This is an optimization exercise on Yosys and OpenROAD, whose aim is small area, a short achievable clock period and few clock cycles, not a production implementation. Function was checked by simulation only, so behaviour that the tests miss may differ from the original. Power is estimated from default activity; no workload was simulated.

==> run a: inputs <==
==> flow/design.v (excerpt) <==
module ppu_quire_acc (
   input  logic        clk_i,
   input  logic        rst_i,
   input  logic        in_valid_i,
   output logic        in_ready_o,
   input  logic [21:0] in_a_i,
   input  logic [21:0] in_b_i,
   input  logic        in_a_special_i,
   input  logic        in_b_special_i,
   input  logic        in_last_i,
   output logic        out_valid_o,
   input  logic        out_ready_i,
   output logic [48:0] out_meta_o,
   output logic        out_nar_o,
   output logic        out_zero_o
);
==> flow/config.mk <==
export PLATFORM = sky130hd
export DESIGN_NAME = ppu_quire_acc
export DESIGN_NICKNAME = ppu_quire_acc
export VERILOG_FILES = /design/flow/design.v
export SDC_FILE = /design/flow/constraint.sdc
export NUM_CORES = 4
export LEC_CHECK = 0
export CAP_MARGIN = 20
export CORE_MARGIN = 2
export CORE_UTILIZATION = 60
export PLACE_DENSITY = 0.65
export SLEW_MARGIN = 20
export SYNTH_HIERARCHICAL = 1
==> flow/constraint.sdc <==
create_clock -name core_clock -period 12.0 [get_ports {clk_i}]
set_input_delay 2.4000 -clock core_clock [delete_from_list [all_inputs] [get_ports {clk_i}]]
set_output_delay 2.4000 -clock core_clock [all_outputs]
set_load 0.01 [all_outputs]
standard.sh (not shown) runs the stock make flow with config.mk's settings and CLKGATE_MAP_FILE= SYNTH_SCRIPT=/design/flow/synth_recipe.tcl, a recipe that flattens the netlist after the stock synthesis.
==> flow/flow/run.sh <==
#!/bin/bash
# The standard layout, with sky130_fd_sc_hd__buf_4 as the buffer that
# buffer_ports puts on every input and output port (ORFS otherwise picks a
# delay cell, clkdlybuf4s50_1, for them). Everything else is the standard flow's
# standard.sh: the standard synthesis and the ORFS flow with config.mk.
set -euo pipefail
export BUFFER_PORTS_ARGS="-buffer_cell sky130_fd_sc_hd__buf_4"
bash standard.sh > standard.log 2>&1
==> inputs of run b, as changes to run a <==
--- a/flow/design.v
+++ b/flow/design.v
@@ -280,13 +280,13 @@
    input  logic [255:0] x,
    input  logic [7:0]   xones,    
    input  logic [7:0]   xonesm1,  
    input  logic [6:0]   cr,       
    output logic [7:0]   kk,       
    output logic [7:0]   jsel,     
-   output logic         none,     
+   output logic         nz0,      
    output logic         sgn
 );
    logic [7:0] crin, z0, e0, e1, e2, gg, pp, rz, ro, nz, above;
    logic [7:0] rz0, rz1, ro0, ro1;
    logic [7:0] lg [4];
    logic [7:0] lp [4];
@@ -328,17 +328,16 @@
    always_comb begin
       kk  = {lg[3][6:0], 1'b0};
       rz  = (kk & rz1) | (~kk & rz0);
       ro  = (kk & ro1) | (~kk & ro0);
       sgn = x[255] ^ (kk[7] ? c1 : c0);
       nz  = sgn ? ~ro : ~rz;
-      above[7] = 1'b0;
-      for (int i = 6; i >= 0; i--) above[i] = above[i+1] | nz[i+1];
-      none = ~|nz;
-      for (int i = 0; i < 8; i++) jsel[i] = nz[i] & ~above[i];
-      jsel[0] = jsel[0] | none;
+      for (int i = 0; i < 8; i++) above[i] = (i == 7) ? 1'b0 : |(nz >> (i + 1));
+      for (int i = 1; i < 8; i++) jsel[i] = nz[i] & ~above[i];
+      jsel[0] = ~above[0];
+      nz0     = nz[0];
    end
 endmodule
 module quire_norm_coarse (
    input  logic [255:0] quire,
    input  logic [7:0]   jsel,
    input  logic         sgn,
@@ -376,50 +375,47 @@
    end
 endmodule
 module quire_norm_fine (
    input  logic [71:0] win,
    input  logic [4:0]  lzl,
    input  logic        sgn,
-   output logic [40:0] lead,     
-   output logic        allone,   
+   output logic [41:0] lead2,    
    output logic        nz        
 );
    logic [55:0] c4;
    logic [47:0] c3;
    logic [43:0] c2;
    logic [41:0] c1;
-   logic [4:0]  drop;
+   logic [4:1]  drop;
    logic        s;
    always_comb begin
       s       = sgn;
       c4      = lzl[4] ? win[55:0] : win[71 -: 56];
       drop[4] = lzl[4] ? 1'b0 : |(win[15:0] ^ {16{s}});
       c3      = lzl[3] ? c4[47:0] : c4[55 -: 48];
       drop[3] = lzl[3] ? 1'b0 : |(c4[7:0] ^ {8{s}});
       c2      = lzl[2] ? c3[43:0] : c3[47 -: 44];
       drop[2] = lzl[2] ? 1'b0 : |(c3[3:0] ^ {4{s}});
       c1      = lzl[1] ? c2[41:0] : c2[43 -: 42];
       drop[1] = lzl[1] ? 1'b0 : |(c2[1:0] ^ {2{s}});
-      lead    = lzl[0] ? c1[40:0] : c1[41 -: 41];
-      drop[0] = lzl[0] ? 1'b0 : (c1[0] ^ s);
+      lead2   = c1;
       nz      = |drop;
-      allone  = &lead[39:0];
    end
 endmodule
 module quire_norm_out (
-   input  logic [40:0] lead,
+   input  logic [41:0] lead2,
    input  logic [7:0]  lz,
-   input  logic        allone,
-   input  logic        lownz,
+   input  logic        nz2,      
    input  logic        sgn,
    input  logic        none,
    input  logic        sticky,
    output logic [48:0] meta,
    output logic        zero
 );
-   logic              s, cy, ovf, hi0, hi1, lo0, lo1;
+   logic              s, cy, ovf, hi0, hi1, lo0, lo1, lownz, allone;
+   logic [40:0]       lead;
    logic [39:0]       frac;
    logic [39:0]       run [7];
    logic [6:0]        t0, t1, te;
    assign run[0] = {lead[38:0], 1'b1};
    for (genvar l = 0; l < 6; l++) begin : g_lv
       for (genvar i = 0; i < 40; i++) begin : g_bit
@@ -427,15 +423,18 @@
             assign run[l+1][i] = run[l][i] & run[l][((i >> l) << l) - 1];
          end else begin : g_pass
             assign run[l+1][i] = run[l][i];
          end
       end
    end
+   assign lead = lz[0] ? lead2[40:0] : lead2[41:1];
    always_comb begin
-      s    = sgn;
-      cy   = s & ~lownz;
+      s      = sgn;
+      lownz  = nz2 | (~lz[0] & (lead2[0] ^ s));
+      allone = &lead[39:0];
+      cy     = s & ~lownz;
       ovf  = cy & allone;
       frac = lead[39:0] ^ ({40{cy}} & run[6]);
       t0  = 7'(8'd127 - lz);
       t1  = 7'(8'd128 - lz);
       hi0 = lz < 8'd64;
       hi1 = lz < 8'd65;
@@ -486,41 +485,51 @@
    output logic        out_nar_o,
    output logic        out_zero_o
 );
    localparam int W  = 32;
    localparam int NC = 8;
    logic fire, last_fire;
-   assign fire      = in_valid_i & in_ready_o;
+   assign fire      = in_valid_i & rdy;
    assign last_fire = fire & in_last_i;
+   logic        first_in;     
+   logic        r0_first, r0_nfirst;
    logic        r0_valid;
    logic [13:0] r0_ma;
    logic [6:0]  r0_one, r0_two, r0_bneg, enc_one, enc_two, enc_neg;
    logic        r0_btop, enc_btop;
    logic [6:0]  r0_ta, r0_tb;
    logic        r0_neg, r0_add, r0_nar, r0_last;
    quire_booth_enc u_enc (.b(in_b_i[13:0]), .one(enc_one), .two(enc_two), .neg(enc_neg), .btop(enc_btop));
-   always_ff @(posedge clk_i or posedge rst_i)
-      if (rst_i) r0_valid <= 1'b0;
-      else       r0_valid <= fire;
+   always_ff @(posedge clk_i or posedge rst_i) begin
+      if (rst_i) begin
+         r0_valid <= 1'b0;
+         first_in <= 1'b1;
+      end else begin
+         r0_valid <= fire;
+         if (fire) first_in <= in_last_i;
+      end
+   end
    always_ff @(posedge clk_i) begin
       r0_ma   <= in_a_i[13:0];
       r0_one  <= enc_one;
       r0_two  <= enc_two;
       r0_bneg <= enc_neg;
       r0_btop <= enc_btop;
       r0_ta   <= in_a_i[20:14];
       r0_tb   <= in_b_i[20:14];
       r0_neg  <= in_a_i[21] ^ in_b_i[21];
       r0_nar  <= (in_a_special_i & in_a_i[21]) | (in_b_special_i & in_b_i[21]);
       r0_add  <= ~in_a_special_i & ~in_b_special_i;
       r0_last <= in_last_i;
+      r0_first  <= first_in;
+      r0_nfirst <= ~first_in;
    end
    logic              m1_valid;
    logic [27:0]       m1_ra, m1_rb, m1_rc, tree_ra, tree_rb, tree_rc;
    logic signed [8:0] m1_k;
-   logic              m1_neg, m1_add, m1_nar, m1_last;
+   logic              m1_neg, m1_add, m1_nar, m1_last, m1_first, m1_nfirst;
    quire_mul_tree u_tree (
       .a    (r0_ma),
       .one  (r0_one),
       .two  (r0_two),
       .neg  (r0_bneg),
       .btop (r0_btop),
@@ -537,18 +546,20 @@
       m1_rc   <= tree_rc;
       m1_k    <= 9'($signed(r0_ta)) + 9'($signed(r0_tb)) + 9'sd102;
       m1_neg  <= r0_neg;
       m1_nar  <= r0_valid & r0_nar;
       m1_add  <= r0_valid & r0_add;
       m1_last <= r0_last;
+      m1_first  <= r0_first;
+      m1_nfirst <= r0_nfirst;
    end
    logic              m2_valid;
    logic [27:0]       m2_p, prod;
    logic              prod_co;
    logic signed [8:0] m2_k;
-   logic              m2_neg, m2_add, m2_nar, m2_last;
+   logic              m2_neg, m2_add, m2_nar, m2_last, m2_first, m2_nfirst;
    logic [27:0] ps, pc;
    assign ps = m1_ra ^ m1_rb ^ m1_rc;
    assign pc = {(m1_ra[26:0] & m1_rb[26:0]) | (m1_ra[26:0] & m1_rc[26:0]) | (m1_rb[26:0] & m1_rc[26:0]), 1'b0};
    pfx_add #(.W(28)) u_padd (.a(ps), .b(pc), .cin(1'b0), .s(prod), .co(prod_co));
    always_ff @(posedge clk_i or posedge rst_i)
       if (rst_i) m2_valid <= 1'b0;
@@ -557,17 +568,20 @@
       m2_p    <= prod;
       m2_k    <= m1_k;
       m2_neg  <= m1_neg;
       m2_nar  <= m1_nar;
       m2_add  <= m1_add;
       m2_last <= m1_last;
+      m2_first  <= m1_first;
+      m2_nfirst <= m1_nfirst;
    end
    logic              r2_valid;
    logic [58:0]       r2_win;
    logic [NC-1:0]     r2_lo, r2_hi, r2_fill;
    logic              r2_neg, r2_cin, r2_drop, r2_nar, r2_last;
+   logic              r2_vf_a, r2_vf_b, r2_vf_c, r2_vf_d;
    logic [58:0]       sh;
    logic [3:0]        cidx;
    assign sh   = 59'(m2_p) << m2_k[4:0];
    assign cidx = m2_k[8:5];
    always_ff @(posedge clk_i or posedge rst_i)
       if (rst_i) r2_valid <= 1'b0;
@@ -581,59 +595,64 @@
          r2_fill[i] <= m2_add & m2_neg & (cidx != 4'(i)) & (cidx != 4'(i - 1));
       end
       r2_cin  <= m2_add & m2_neg;
       r2_drop <= m2_add & (cidx == 4'hF) & (|sh[31:0]);
       r2_nar  <= m2_nar;
       r2_last <= m2_last;
+      r2_vf_a <= m2_valid & m2_first;
+      r2_vf_b <= ~(m2_valid & m2_first);
+      r2_vf_c <= m2_valid & ~m2_nfirst;
+      r2_vf_d <= ~m2_valid | m2_nfirst;
    end
    logic [W-1:0]  x   [NC];
    logic [W-1:0]  xin [NC];
    logic [W-1:0]  a   [NC];
    logic [W-1:0]  sum [NC];
    logic          cg  [NC];
    logic          cp  [NC];
    logic          cin [NC];
    logic [NC-2:0] cr;
    logic [NC-1:0] crin;
    logic [NC:0]   kk;
    logic [63:0]   wfull;
-   logic          fresh, cap, res, nar_acc, sticky_acc;
-   logic [3:0]    clr;      
+   logic          fresh, cap, res, nres, nar_acc, sticky_acc;
+   logic [7:0]    clr;      
    logic          fr_a, fr_b, nfr_a, nfr_b;
    assign wfull = {{5{r2_neg}}, r2_win};
    always_comb begin
       for (int i = 0; i < NC; i++) begin
-         crin[i] = (i == 0) ? 1'b0 : (cr[i-1] & ~clr[(i-1)/2]);
-         xin[i]  = clr[i/2] ? '0 : x[i];
+         crin[i] = (i == 0) ? 1'b0 : (cr[i-1] & ~clr[i]);
+         xin[i]  = clr[i] ? '0 : x[i];
          a[i]    = ({W{r2_lo[i]}} & wfull[W-1:0]) |
                    ({W{r2_hi[i]}} & wfull[2*W-1:W]) |
                    {W{r2_fill[i]}} |
-                   {{(W-1){1'b0}}, res & crin[i]};
+                   {{(W-1){1'b0}}, ~nres & (i == 0 ? 1'b0 : cr[i-1])};
          if (i == 0) cin[i] = r2_cin;
          else        cin[i] = res ? kk[i] : crin[i];
       end
    end
    logic [255:0] q;
    logic [NC-1:0] rjsel, jsel_r, xones, xonesm1, ones_nx, onesm1_nx;
-   logic          rsgn, sgn_r, rnone, none_r;
+   logic          rsgn, sgn_r, rnz0, nz0_r, none_r;
    assign q = {x[7], x[6], x[5], x[4], x[3], x[2], x[1], x[0]};
    quire_resolve u_res (
       .x       (q),
       .xones   (xones),
       .xonesm1 (xonesm1),
       .cr      (cr),
       .kk      (kk[NC-1:0]),
       .jsel    (rjsel),
-      .none    (rnone),
+      .nz0     (rnz0),
       .sgn     (rsgn)
    );
    always_ff @(posedge clk_i) begin
       jsel_r <= rjsel;
-      none_r <= rnone;
+      nz0_r  <= rnz0;
       sgn_r  <= rsgn;
    end
+   assign none_r = jsel_r[0] & ~nz0_r;
    for (genvar i = 0; i < NC; i++) begin : g_chunk
       pfx_add_late #(.W(W)) u_add (
          .a    (xin[i]),
          .b    (a[i]),
          .cin  (cin[i]),
          .s    (sum[i]),
@@ -657,22 +676,24 @@
          if (r2_valid) nfr_a <= 1'b1;
          else if (res) nfr_a <= 1'b0;
          if (res)           nfr_b <= 1'b0;
          else if (r2_valid) nfr_b <= 1'b1;
       end
    end
-   assign clr   = {~nfr_b, ~nfr_a, fr_b, fr_a};
+   assign clr   = {~r2_vf_d, r2_vf_c, ~r2_vf_b, r2_vf_a, ~nfr_b, ~nfr_a, fr_b, fr_a};
    assign fresh = fr_a;
    always_ff @(posedge clk_i or posedge rst_i) begin
       if (rst_i) begin
          cap     <= 1'b0;
          res     <= 1'b0;
+         nres    <= 1'b1;
          cr      <= '0;
       end else begin
          cap     <= res;
          res     <= r2_valid & r2_last;
+         nres    <= ~(r2_valid & r2_last);
          for (int i = 0; i < NC - 1; i++)
             cr[i] <= cg[i] | (cp[i] & (i == 0 ? r2_cin : crin[i]));
       end
    end
    always_ff @(posedge clk_i) begin
       for (int i = 0; i < NC; i++) x[i] <= sum[i];
@@ -683,14 +704,14 @@
    end
    logic [71:0] crs_win, n1_win;
    logic [4:0]  crs_lzl, n1_lzl;
    logic        crs_stk;
    logic [2:0]  crs_m, n1_m;
    logic        n1_stk, n1_s, n1_none, n1_sticky, n1_nar, n1_valid;
-   logic [40:0] fine_lead, n2_lead;
-   logic        fine_nz, fine_allone, n2_allone;
+   logic [41:0] fine_lead2, n2_lead2;
+   logic        fine_nz;
    logic [7:0]  n2_lz;
    logic        n2_lownz, n2_s, n2_none, n2_sticky, n2_nar, n2_valid;
    logic [48:0] norm_meta;
    logic        norm_zero;
    logic [48:0] out_meta_r;
    logic        out_nar_r, out_zero_r;
@@ -715,34 +736,31 @@
       n1_nar    <= nar_acc;
    end
    quire_norm_fine u_fine (
       .win  (n1_win),
       .lzl  (n1_lzl),
       .sgn  (n1_s),
-      .lead   (fine_lead),
-      .allone (fine_allone),
-      .nz     (fine_nz)
+      .lead2 (fine_lead2),
+      .nz    (fine_nz)
    );
-   assign n2_to_out = n2_valid & ~out_valid_o;
+   assign n2_to_out = n2_valid & nov;
    always_ff @(posedge clk_i) begin
       if (n1_valid) begin
-         n2_lead   <= fine_lead;
-         n2_allone <= fine_allone;
+         n2_lead2  <= fine_lead2;
          n2_lz     <= {n1_m, n1_lzl};
          n2_lownz  <= n1_stk | fine_nz;
          n2_s      <= n1_s;
          n2_none   <= n1_none;
          n2_sticky <= n1_sticky;
          n2_nar    <= n1_nar;
       end
    end
    quire_norm_out u_out (
-      .lead   (n2_lead),
+      .lead2  (n2_lead2),
       .lz     (n2_lz),
-      .allone (n2_allone),
-      .lownz  (n2_lownz),
+      .nz2    (n2_lownz),
       .sgn    (n2_s),
       .none   (n2_none),
       .sticky (n2_sticky),
       .meta   (norm_meta),
       .zero   (norm_zero)
    );
@@ -751,34 +769,41 @@
          out_meta_r <= n2_nar ? '0 : norm_meta;
          out_nar_r  <= n2_nar;
          out_zero_r <= ~n2_nar & norm_zero;
       end
    end
    logic [2:0] committed, committed_nx, base;
+   logic       nrdy, rdy, nov;
    logic       n1_valid_nx, n2_valid_nx, out_valid_nx;
    always_comb begin
       n1_valid_nx  = cap;
       n2_valid_nx  = n1_valid | (n2_valid & ~n2_to_out);
-      out_valid_nx = n2_to_out | (out_valid_o & ~out_ready_i);
+      out_valid_nx = n2_to_out | (~nov & ~out_ready_i);
       committed_nx = committed + 3'(last_fire) - 3'(n1_valid);
       base         = committed - 3'(n1_valid) + 3'(n2_valid_nx);
    end
    always_ff @(posedge clk_i or posedge rst_i) begin
       if (rst_i) begin
          committed   <= '0;
          n1_valid    <= 1'b0;
          n2_valid    <= 1'b0;
          out_valid_o <= 1'b0;
-         in_ready_o  <= 1'b1;
+         nov         <= 1'b1;
+         nrdy        <= 1'b0;
+         rdy         <= 1'b1;
       end else begin
          committed   <= committed_nx;
          n1_valid    <= n1_valid_nx;
          n2_valid    <= n2_valid_nx;
          out_valid_o <= out_valid_nx;
-         in_ready_o  <= ~last_fire &
+         nov         <= ~out_valid_nx;
+         nrdy        <= ~(~last_fire &
+                          ((base == 3'd0) | ((base == 3'd1) & ~out_valid_nx)));
+         rdy         <= ~last_fire &
                         ((base == 3'd0) | ((base == 3'd1) & ~out_valid_nx));
       end
    end
+   assign in_ready_o = ~nrdy;
    assign out_meta_o = out_meta_r;
    assign out_nar_o  = out_nar_r;
    assign out_zero_o = out_zero_r;
 endmodule
==> flow/flow/run.sh (replaced) <==
#!/bin/bash
# The standard layout, with two changes to how ORFS builds it:
# - sky130_fd_sc_hd__buf_4 as the buffer that buffer_ports puts on every
#   input and output port (ORFS otherwise picks a delay cell,
#   clkdlybuf4s50_1, for them);
# - clock tree synthesis without dummy loads.
# Everything else is the standard.sh: the standard synthesis and the ORFS
# flow with config.mk.
set -euo pipefail
export BUFFER_PORTS_ARGS="-buffer_cell sky130_fd_sc_hd__buf_4"
export CTS_ARGS="-sink_clustering_enable -repair_clock_nets -dont_use_dummy_load"
bash standard.sh > standard.log 2>&1
CORE_UTILIZATION = 62   (was 60)
PLACE_DENSITY = 0.68   (was 0.65)
==> run summary <==
Of run b and run a, run b has the higher worst hold slack (gap 1.7 ps). Between run a and run b, the lower clock power is in run b (gap 23%, measured against run b). Between run a and run b, the lower routed wire length is in run b (gap 3.0%, measured against run b). Power: run a is smaller than run b (5.0%).
Testbench counts of run a, summed over its fixed seeds: cycles 7,194.
Testbench counts of run b, summed over its fixed seeds: cycles 7,194.

==> separate check: timing with driven ports <==
The results above use ideal ports. As a check the final layouts listed here were re-extracted and re-timed, cells and wires unchanged. Step 1, drivers: a clkbuf_16 drives clk_i and a buf_2 each remaining input, both assumed. Step 2 times the ports against the registers' clock, not the clock port: input delays grow and output delays shrink by t, the midpoint of the rising clock arrivals with the driver on. Slacks: ideal / step 1 / step 2; pairs: ideal / step 1.
| run | t (ns) | slack for setup (ns) | worst hold slack (ns) |
|---|---|---|---|
| run a | 0.770 | 7.886 / 7.886 / 7.886 | 0.324 / 0.324 / 0.324 |
| run b | 0.754 | 8.017 / 8.017 / 8.017 | 0.325 / 0.325 / 0.325 |
After both steps setup and hold are still met in every run listed.
